From an optimization exercise on the open Yosys and OpenROAD flow, aimed at small area, a short achievable clock period and few clock cycles; shortcuts taken in it are not production practice. The RTL was checked by simulation tests, not by an equivalence proof against the original design. Power and IR drop assume default switching activity.

### flow/run.sh
#!/bin/bash
# synth_recipe.tcl (not shown) runs the flow's synth.tcl, then flattens the netlist and writes it again
# the make line also repeats each setting of config.mk as NAME=value (left out here)
make -C /OpenROAD-flow-scripts/flow DESIGN_CONFIG=/design/flow/config.mk WORK_HOME=/design/flow/orfs CLKGATE_MAP_FILE= SYNTH_SCRIPT=/design/flow/synth_recipe.tcl finish
### flow/config.mk
export PLATFORM = sky130hd
export DESIGN_NAME = load_store_unit
export DESIGN_NICKNAME = load_store_unit
export VERILOG_FILES = /design/flow/design.v
export SDC_FILE = /design/flow/constraint.sdc
export NUM_CORES = 4
export LEC_CHECK = 0
export CAP_MARGIN = 20
export CORE_MARGIN = 2
export CORE_UTILIZATION = 40
export SETUP_SLACK_MARGIN = 2.2
export SLEW_MARGIN = 20
### flow/constraint.sdc
create_clock -name core_clock -period 5.0 [get_ports {clk}]
set_input_delay 1.0000 -clock core_clock [delete_from_list [all_inputs] [get_ports {clk}]]
set_output_delay 1.0000 -clock core_clock [all_outputs]
set_load 0.01 [all_outputs]
### flow/design.v
package rv_mem_pkg;
    typedef logic [31:0] word_t;
    typedef logic [3:0]  byte_mask_t;
    typedef enum logic [2:0] {
        lb  = 3'b000,
        lh  = 3'b001,
        lw  = 3'b010,
        lbu = 3'b100,
        lhu = 3'b101
    } mem_funct3_e;
    function automatic logic [3:0] access_mask(logic [1:0] size, logic [1:0] addr_lo);
        case (size)
            2'b00:   access_mask = 4'b0001 << addr_lo;
            2'b01:   access_mask = 4'b0011 << addr_lo;
            default: access_mask = 4'b1111;
        endcase
    endfunction
    function automatic logic [31:0] store_lanes(logic [1:0] size, logic [1:0] addr_lo,
                                                logic [31:0] value);
        logic [31:0] lanes;
        lanes = '0;
        case (size)
            2'b00:   lanes[8*addr_lo +: 8] = value[7:0];
            2'b01:   lanes[16*addr_lo[1] +: 16] = value[15:0];
            default: lanes = value;
        endcase
        store_lanes = lanes;
    endfunction
    function automatic logic [31:0] add_offset(logic [31:0] base, logic [11:0] off);
        logic [12:0] lo;
        lo = {1'b0, base[11:0]} + {1'b0, off};
        add_offset[11:0] = lo[11:0];
        if (lo[12] && !off[11])      add_offset[31:12] = base[31:12] + 20'd1;
        else if (!lo[12] && off[11]) add_offset[31:12] = base[31:12] - 20'd1;
        else                         add_offset[31:12] = base[31:12];
    endfunction
endpackage
package lsu_cfg_pkg;
    localparam int queue_depth  = 8;
    localparam int rob_id_width = 4;
    localparam int qptr_width   = $clog2(queue_depth);
    typedef logic [rob_id_width-1:0] rob_id_t;
    typedef logic [qptr_width-1:0]   qptr_t;
    typedef logic [qptr_width:0]     qcount_t;
endpackage
`timescale 1ns/1ns
module load_store_unit (
    input  logic                    clk,
    input  logic                    rst_n,
    input  logic                    flush,
    input  logic                    disp_valid,
    input  logic                    disp_is_store,
    input  logic [2:0]              disp_funct3,
    input  lsu_cfg_pkg::rob_id_t    disp_rob_id,
    input  rv_mem_pkg::word_t       disp_imm,
    input  lsu_cfg_pkg::rob_id_t    disp_rs1_id,
    input  logic                    disp_rs1_ready,
    input  rv_mem_pkg::word_t       disp_rs1_value,
    input  lsu_cfg_pkg::rob_id_t    disp_rs2_id,
    input  logic                    disp_rs2_ready,
    input  rv_mem_pkg::word_t       disp_rs2_value,
    input  logic                    cdb_valid,
    input  lsu_cfg_pkg::rob_id_t    cdb_rob_id,
    input  rv_mem_pkg::word_t       cdb_data,
    input  lsu_cfg_pkg::rob_id_t    commit_head,
    output logic                    lq_full,
    output logic                    sq_full,
    output logic                    mem_valid,
    output logic                    mem_write,
    output rv_mem_pkg::word_t       mem_addr,
    output rv_mem_pkg::byte_mask_t  mem_rmask,
    output rv_mem_pkg::byte_mask_t  mem_wmask,
    output rv_mem_pkg::word_t       mem_wdata,
    output logic [2:0]              mem_funct3,
    output lsu_cfg_pkg::rob_id_t    mem_rob_id,
    input  logic                    mem_ready
);
    localparam int D  = lsu_cfg_pkg::queue_depth;
    localparam int PW = lsu_cfg_pkg::qptr_width;
    localparam int OD = 2 * D;
    localparam int OW = $clog2(OD);
    typedef logic [3:0]  rob_t;
    typedef logic [31:0] word_t;
    logic [2:0]  lq_f3   [D];
    rob_t        lq_rob  [D];
    logic [11:0] lq_imm  [D];
    rob_t        lq_id   [D];
    logic        lq_rdy  [D];
    word_t       lq_val  [D];
    logic [D-1:0]  lq_head;           
    logic [PW-1:0] lq_tail;
    logic [PW:0]   lq_cnt;
    logic [1:0]  sq_size [D];
    rob_t        sq_rob  [D];
    logic [11:0] sq_imm  [D];
    rob_t        sq_id1  [D];
    logic        sq_rdy1 [D];
    word_t       sq_val1 [D];
    rob_t        sq_id2  [D];
    logic        sq_rdy2 [D];
    word_t       sq_val2 [D];
    logic [D-1:0]  sq_head;           
    logic [PW-1:0] sq_tail;
    logic [PW:0]   sq_cnt;
    logic          oq_st [OD];
    logic [OW-1:0] oq_head, oq_tail;
    logic          nxt_st;            
    logic        n_valid;
    logic        n_st;
    rob_t        n_rob;
    logic [11:0] n_imm;
    logic [2:0]  n_f3;
    rob_t        n_id1, n_id2;
    logic        n_rdy1, n_rdy2;
    word_t       n_val1, n_val2;
    logic        sta_valid;
    logic        sta_st;
    rob_t        sta_rob;
    word_t       sta_addr;
    logic [3:0]  sta_rmask;
    logic [3:0]  sta_wmask;
    word_t       sta_wdata;
    logic [2:0]  sta_f3;
    logic  q_empty;
    logic  ld_push, st_push;
    logic  grant, sta_free, take, n_free;
    logic  ld_pop, st_pop, q_pop;
    logic  rs1_hit, rs2_hit, d_rdy1, d_rdy2;
    logic  n_hit1, n_hit2;
    logic [D-1:0] lq_match, sq_match1, sq_match2;
    logic [D-1:0] lq_sel, sq_sel;
    logic        h_st;
    rob_t        h_rob;
    logic [11:0] h_imm;
    logic [2:0]  h_f3;
    rob_t        h_id1, h_id2;
    logic        h_rdy1, h_rdy2, h_hit1, h_hit2;
    word_t       h_val1, h_val2;
    logic        s_st;
    logic        s_rdy;
    word_t       s_data;
    logic [11:0] s_imm;
    logic [2:0]  s_f3;
    rob_t        s_rob;
    word_t       s_addr;
    logic [3:0]  s_mask;
    assign lq_full = lq_cnt[PW];
    assign sq_full = sq_cnt[PW];
    assign ld_push = disp_valid && !disp_is_store;
    assign st_push = disp_valid && disp_is_store;
    assign q_empty = (lq_cnt == '0) && (sq_cnt == '0);
    assign rs1_hit = cdb_valid && (cdb_rob_id == disp_rs1_id);
    assign rs2_hit = cdb_valid && (cdb_rob_id == disp_rs2_id);
    assign d_rdy1  = disp_rs1_ready || rs1_hit;
    assign d_rdy2  = disp_rs2_ready || rs2_hit || !disp_is_store;
    assign n_hit1  = cdb_valid && (cdb_rob_id == n_id1);
    assign n_hit2  = cdb_valid && (cdb_rob_id == n_id2);
    always_comb begin
        for (int i = 0; i < D; i++) begin
            lq_match[i]  = cdb_valid && (cdb_rob_id == lq_id[i]);
            sq_match1[i] = cdb_valid && (cdb_rob_id == sq_id1[i]);
            sq_match2[i] = cdb_valid && (cdb_rob_id == sq_id2[i]);
        end
    end
    assign lq_sel = nxt_st ? '0 : lq_head;
    assign sq_sel = nxt_st ? sq_head : '0;
    always_comb begin
        h_rob  = '0;
        h_imm  = '0;
        h_f3   = '0;
        h_id1  = '0;
        h_id2  = '0;
        h_rdy1 = 1'b0;
        h_rdy2 = 1'b0;
        h_hit1 = 1'b0;
        h_hit2 = 1'b0;
        h_val1 = '0;
        h_val2 = '0;
        for (int i = 0; i < D; i++) begin
            h_rob  |= ({4{lq_sel[i]}} & lq_rob[i]) | ({4{sq_sel[i]}} & sq_rob[i]);
            h_imm  |= ({12{lq_sel[i]}} & lq_imm[i]) | ({12{sq_sel[i]}} & sq_imm[i]);
            h_f3   |= ({3{lq_sel[i]}} & lq_f3[i]) | ({3{sq_sel[i]}} & {1'b0, sq_size[i]});
            h_id1  |= ({4{lq_sel[i]}} & lq_id[i]) | ({4{sq_sel[i]}} & sq_id1[i]);
            h_id2  |= {4{sq_sel[i]}} & sq_id2[i];
            h_rdy1 |= (lq_sel[i] && lq_rdy[i]) || (sq_sel[i] && sq_rdy1[i]);
            h_rdy2 |= sq_sel[i] && sq_rdy2[i];
            h_hit1 |= (lq_sel[i] && lq_match[i]) || (sq_sel[i] && sq_match1[i]);
            h_hit2 |= sq_sel[i] && sq_match2[i];
            h_val1 |= ({32{lq_sel[i]}} & lq_val[i]) | ({32{sq_sel[i]}} & sq_val1[i]);
            h_val2 |= {32{sq_sel[i]}} & sq_val2[i];
        end
        h_st = nxt_st;
        if (!nxt_st) h_rdy2 = 1'b1;
        if (q_empty) begin
            h_st   = disp_is_store;
            h_rob  = disp_rob_id;
            h_imm  = disp_imm[11:0];
            h_f3   = disp_funct3;
            h_id1  = disp_rs1_id;
            h_id2  = disp_rs2_id;
            h_rdy1 = disp_rs1_ready;
            h_rdy2 = disp_rs2_ready || !disp_is_store;
            h_hit1 = rs1_hit;
            h_hit2 = rs2_hit;
            h_val1 = disp_rs1_value;
            h_val2 = disp_rs2_value;
        end
    end
    word_t       i_base;
    logic [11:0] i_imm;
    word_t       r_addr, i_addr;
    logic        use_r;
    always_comb begin
        if (n_valid) begin
            s_st   = n_st;
            s_rdy  = (n_rdy1 || n_hit1) && (n_rdy2 || n_hit2);
            s_data = n_rdy2 ? n_val2 : cdb_data;
            s_imm  = n_imm;
            s_f3   = n_f3;
            s_rob  = n_rob;
            i_base = cdb_data;
        end else begin
            s_st   = disp_is_store;
            s_rdy  = disp_valid && d_rdy1 && d_rdy2;
            s_data = disp_rs2_ready ? disp_rs2_value : cdb_data;
            s_imm  = disp_imm[11:0];
            s_f3   = disp_funct3;
            s_rob  = disp_rob_id;
            i_base = disp_rs1_ready ? disp_rs1_value : cdb_data;
        end
    end
    assign i_imm  = n_valid ? n_imm : disp_imm[11:0];
    assign use_r  = n_valid && n_rdy1;
    assign r_addr = rv_mem_pkg::add_offset(n_val1, n_imm);
    assign i_addr = rv_mem_pkg::add_offset(i_base, i_imm);
    assign s_addr = use_r ? r_addr : i_addr;
    assign s_mask = rv_mem_pkg::access_mask(s_f3[1:0], s_addr[1:0]);
    assign mem_valid  = sta_valid && (sta_rob == commit_head);
    assign grant      = mem_valid && mem_ready;
    assign sta_free   = !sta_valid || grant;
    assign take       = s_rdy && sta_free;
    assign n_free     = !n_valid || take;
    assign ld_pop = n_free && (q_empty ? ld_push : !nxt_st);
    assign st_pop = n_free && (q_empty ? st_push : nxt_st);
    assign q_pop  = ld_pop || st_pop;
    assign mem_write  = sta_st;
    assign mem_addr   = sta_addr;
    assign mem_rmask  = sta_rmask;
    assign mem_wmask  = sta_wmask;
    assign mem_wdata  = sta_wdata;
    assign mem_funct3 = sta_f3;
    assign mem_rob_id = sta_rob;
    always_ff @(posedge clk) begin
        if (!rst_n || flush) begin
            lq_head   <= D'(1);
            lq_tail   <= '0;
            lq_cnt    <= '0;
            sq_head   <= D'(1);
            sq_tail   <= '0;
            sq_cnt    <= '0;
            oq_head   <= '0;
            oq_tail   <= '0;
            nxt_st    <= 1'b0;
            n_valid   <= 1'b0;
            sta_valid <= 1'b0;
        end else begin
            if (ld_push) lq_tail <= lq_tail + 1'b1;
            if (st_push) sq_tail <= sq_tail + 1'b1;
            if (disp_valid) oq_tail <= oq_tail + 1'b1;
            if (ld_pop) lq_head <= {lq_head[D-2:0], lq_head[D-1]};
            if (st_pop) sq_head <= {sq_head[D-2:0], sq_head[D-1]};
            if (q_pop)  oq_head <= oq_head + 1'b1;
            if (q_pop || q_empty) begin
                if (q_pop && (OW'(oq_head + 1'b1) != oq_tail)) nxt_st <= oq_st[OW'(oq_head + 1'b1)];
                else                                           nxt_st <= disp_is_store;
            end
            if (ld_push && !ld_pop)      lq_cnt <= lq_cnt + 1'b1;
            else if (!ld_push && ld_pop) lq_cnt <= lq_cnt - 1'b1;
            if (st_push && !st_pop)      sq_cnt <= sq_cnt + 1'b1;
            else if (!st_push && st_pop) sq_cnt <= sq_cnt - 1'b1;
            if (n_free) n_valid <= q_pop && !(take && !n_valid);
            if (take)       sta_valid <= 1'b1;
            else if (grant) sta_valid <= 1'b0;
        end
    end
    always_ff @(posedge clk) begin
        for (int i = 0; i < D; i++) begin
            if (!lq_rdy[i] && lq_match[i]) begin
                lq_rdy[i] <= 1'b1;
                lq_val[i] <= cdb_data;
            end
            if (!sq_rdy1[i] && sq_match1[i]) begin
                sq_rdy1[i] <= 1'b1;
                sq_val1[i] <= cdb_data;
            end
            if (!sq_rdy2[i] && sq_match2[i]) begin
                sq_rdy2[i] <= 1'b1;
                sq_val2[i] <= cdb_data;
            end
        end
        if (ld_push) begin
            lq_f3[lq_tail]  <= disp_funct3;
            lq_rob[lq_tail] <= disp_rob_id;
            lq_imm[lq_tail] <= disp_imm[11:0];
            lq_id[lq_tail]  <= disp_rs1_id;
            lq_rdy[lq_tail] <= d_rdy1;
            lq_val[lq_tail] <= disp_rs1_ready ? disp_rs1_value : cdb_data;
        end
        if (st_push) begin
            sq_size[sq_tail] <= disp_funct3[1:0];
            sq_rob[sq_tail]  <= disp_rob_id;
            sq_imm[sq_tail]  <= disp_imm[11:0];
            sq_id1[sq_tail]  <= disp_rs1_id;
            sq_rdy1[sq_tail] <= d_rdy1;
            sq_val1[sq_tail] <= disp_rs1_ready ? disp_rs1_value : cdb_data;
            sq_id2[sq_tail]  <= disp_rs2_id;
            sq_rdy2[sq_tail] <= disp_rs2_ready || rs2_hit;
            sq_val2[sq_tail] <= disp_rs2_ready ? disp_rs2_value : cdb_data;
        end
        if (disp_valid) begin
            oq_st[oq_tail] <= disp_is_store;
        end
        if (n_free) begin
            n_st   <= h_st;
            n_rob  <= h_rob;
            n_imm  <= h_imm;
            n_f3   <= h_f3;
            n_id1  <= h_id1;
            n_id2  <= h_id2;
            n_rdy1 <= h_rdy1 || h_hit1;
            n_rdy2 <= h_rdy2 || h_hit2;
            n_val1 <= h_rdy1 ? h_val1 : cdb_data;
            n_val2 <= h_rdy2 ? h_val2 : cdb_data;
        end else begin
            if (!n_rdy1 && n_hit1) begin
                n_rdy1 <= 1'b1;
                n_val1 <= cdb_data;
            end
            if (!n_rdy2 && n_hit2) begin
                n_rdy2 <= 1'b1;
                n_val2 <= cdb_data;
            end
        end
        if (sta_free) begin
            sta_st    <= s_st;
            sta_rob   <= s_rob;
            sta_addr  <= s_addr;
            sta_rmask <= s_st ? 4'b0000 : s_mask;
            sta_wmask <= s_st ? s_mask : 4'b0000;
            sta_wdata <= rv_mem_pkg::store_lanes(s_f3[1:0], s_addr[1:0], s_data);
            sta_f3    <= s_f3;
        end
    end
endmodule
==> results.txt <==
==> repair_timing <==
item,CTS,global route
gates cloned,10,3
gates resized for setup,229,88
hold buffers,0,0
setup buffers,66,23
pin swaps,49,47
endpoints found under the setup margin,1011,440
==> path summary, 6_finish.rpt <==
path / endpoint / slack, ns / cells past startpoint
worst max register to register: sta_addr[25] / 1.43 / 16
worst min register to register: lq_head[4] / 0.48 / 2
worst max-delay path: sta_addr[25] / 1.43 / 16
worst min-delay path: lq_head[4] / 0.48 / 2
==> per-layer routing <==
layer	GRT usage	up-vias	part of all wire	routed length (um)
met5	0	-	0.00043	111
met4	0.140	18	0.051	13400
met3	0.0800	665	0.13	34200
met2	0.472	3807	0.45	117000
met1	0.403	25300	0.37	94900
li1	-	21400	-	-
==> worst max-delay path, stage by stage (launching register included) <==
cell and delay [ns]:
dfxtp_4 0.41, buf_12 0.14, buf_12 0.11, buf_4 0.11, mux2_2 0.38, ha_4 0.29, o21ai_1 0.12, o21ai_2 0.26
a21boi_4 0.13, buf_12 0.15, a211o_4 0.35, buf_12 0.14, buf_6 0.11, buf_6 0.11, o32ai_4 0.25, xor2_1 0.16
mux2i_1 0.08
==> state kept, by name, indices dropped and copies added, names as in the netlist, 96 cells and up <==
name and cells:
lq_imm 96, sq_imm 96, sq_val2 256, sq_val1 256, lq_val 256
==> logic make-up (layout without fill, tap and decap cells) <==
logic type | count (synthesis) | count (layout)
compound gates | 1836 | 1836
xor+xnor | 195 | 195
fa+ha+maj | 46 | 46
buf+inv | 527 | 976
flops | 1415 | 1415
mux | 161 | 161
other cells | 0 | 6
simple gates | 1214 | 1220
==> per-stage QoR <==
stage | cell area, um^2 | hold slack (ns) | std cells
2_1_floorplan | 65600 | 0.445 | 5394
3_3_place_gp | 71800 | 0.463 | 7627
3_5_place_dp | 71900 | 0.469 | 7628
4_1_cts | 78100 | 0.481 | 7983
5_1_grt | 78800 | 0.508 | 8010
6_report | 78800 | 0.483 | 8015
==> power by group <==
part / internal, mW / total [mW] / switching (mW)
Sequential: 14.4 / 15.0 / 0.665
Clock: 6.22 / 11.1 / 4.84
Combinational: 4.28 / 11.5 / 7.22
Total: 24.9 / 37.6 / 12.7
==> cell type report <==
class,instances,area share
Sequential cell,1415,0.531
Clock inverter,78,0.00802
Timing Repair Buffer,641,0.0834
Clock buffer,201,0.0524
Tap cell,2160,0.0343
Inverter,56,0.00307
Multi-Input combinational cell,3458,0.287
Antenna cell,6,0.000191
==> layout by cell type, fill, tap and decap left out, drive strengths merged, types with 11 or more instances in the layout <==
cell type         n
dlygate4sd2      34
and3             49
mux2             42
nor2            539
and2             37
nand2           315
clkdlybuf4s50   173
a31oi            25
clkinv           63
buf             422
o21bai           11
nand4            79
mux2i           115
ha               42
a21oi           717
xnor2            70
inv              59
xor2            125
nand3            53
or3              20
a41oi            19
a21o             22
a22oi           234
o22ai            21
o21ai           365
dfxtp            65
nor3             41
a22o            181
a221oi          189
edfxtp         1350
nor4             28
clkbuf          204
==> results.txt <==
setup TNS=0 ns; Fill cells=14000; CTS tree=built; post-synthesis mux area share=0.0264; starting density of the core=0.404; pwr dens=477 nW/um^2; status=complete, no violations; crit path time final=3.57 ns; Routed WL=259000 um; final setup violation count=0; Pwr Total=37.6 mW; 1st-iter DRT viols=8999; multi-input combinational cell area=22600 um^2; Synth Area in Simple Gates=0.0838; post-detailed-route DRC marker count=0; number of global-route vias before repair=48100; leading post-synthesis cells by cell area=edfxtp_1 62%, a21oi_1 5.5%, nor2_1 3.1%; Tot GR Track Use=0.306; Cells after Synth=5394; Die ar.=165000 um^2; wire length of the first global-routing pass=359000 um; DIE WIDTH=407 um; io pins=243; Max FO, Critical Path=5; Row Count=147; Setup WS post-layout=1.43 ns; Seq cells post-synth=1415; Max-Slew Margin vs Limit=0.104; Avg Cell Area, Syn=12.0 um^2; hold path startpoint=lq_head[3]; Synth Area in XOR/XNOR=0.0263; Sequential Area=41900 um^2; Final Max Slew Viols=0; crit path DAT=4.12 ns; CTS Buf Count=152; port buffer count=222; Root Buffer=clkbuf_16; Max H-tree Level=4; Synth Area in Adders=0.00933; final worst path period share=0.714; combinational family with the most area after synthesis=compound AO/OA/AOI/OAI gates; Final Hold Fails=0; Pleak=26.8 nW; clk slew on worst S/H paths=0.06 ns; max_cap viols=0; largest net degree at the start of global routing=114; worst r2r src=n_valid; origin of the worst setup path=n_valid; Layout Skew=0.0302 ns; Routability Congestion=0.916; routed vias=51200; dpl hpwl=149000 um; Yosys top cell area share=0.625; Top FF cell, synth=edfxtp_1; area leader, netlist=edfxtp_1; Pre-antenna DRT Iters=8; post-synth cell types=78; critical path type=reg -> reg; Synth warnings=1; Clock Sinks=1415; initial antenna violation count=15; VDD IR-drop max=0.473 mV; Clk Latency, worst-skew pair=0.82 ns; GRT overflow=0; share of layout cells above drive strength 1=0.159; fmax=0.280 GHz; Mapped Area=64900 um^2; critical path endpoint category=flip-flop; vias per cell=6.39; HP Class=reg -> reg; Net Count, Synth=5600; Post-synth top cells=1350 x edfxtp_1, 717 x a21oi_1, 539 x nor2_1; Core Box Area=161000 um^2; final core occ=0.490; most common cell in the synthesized netlist=edfxtp_1; Area growth syn-to-layout=21.4%; Post-synth EDFFs=1350; clk buf depth=3; chip height=407 um; Post-synth ARST share=0; Final nets=5930; Post-Place Setup Slack=0.172 ns; routed length per instance=32.4 um; startpoint types=flip-flop; Least-Margin Pin Slew=1.33 ns; Worst EP required=5.55 ns; complex-gate fraction of the synthesized area=0.178; Seq/Total Area, Yosys=0.645; Antenna Nets Post-Route=0; RSZ-0062 raised after global routing=yes
Testbench counts, summed over its fixed seeds: cycles 6,946.

## port drivers added, routing unchanged
The flow's constraints put no driver on any port. The routed layout listed below was extracted and timed again, unchanged, in two steps. Step 1 assumes that a clkbuf_16 drives the clock port and a buf_2 every other input. Step 2 moves the port delays by t, midway between the first and last clock arrival at a register: inputs arrive t later, outputs are due t later. That takes back most of the time a late clock gives input paths. Slacks: no drivers / after step 1 / after step 2; pairs: no drivers / after step 1.
t (ns): 0.900
slack for setup (ns): 1.430 / 1.430 / 0.592
hold WS [ns]: 0.483 / 0.483 / 0.483
worst setup path at the end: input to register
After both steps this run still meets setup and hold. The setup slack of this run moves by 0.000 ns with the drivers and by -0.838 ns with both steps.
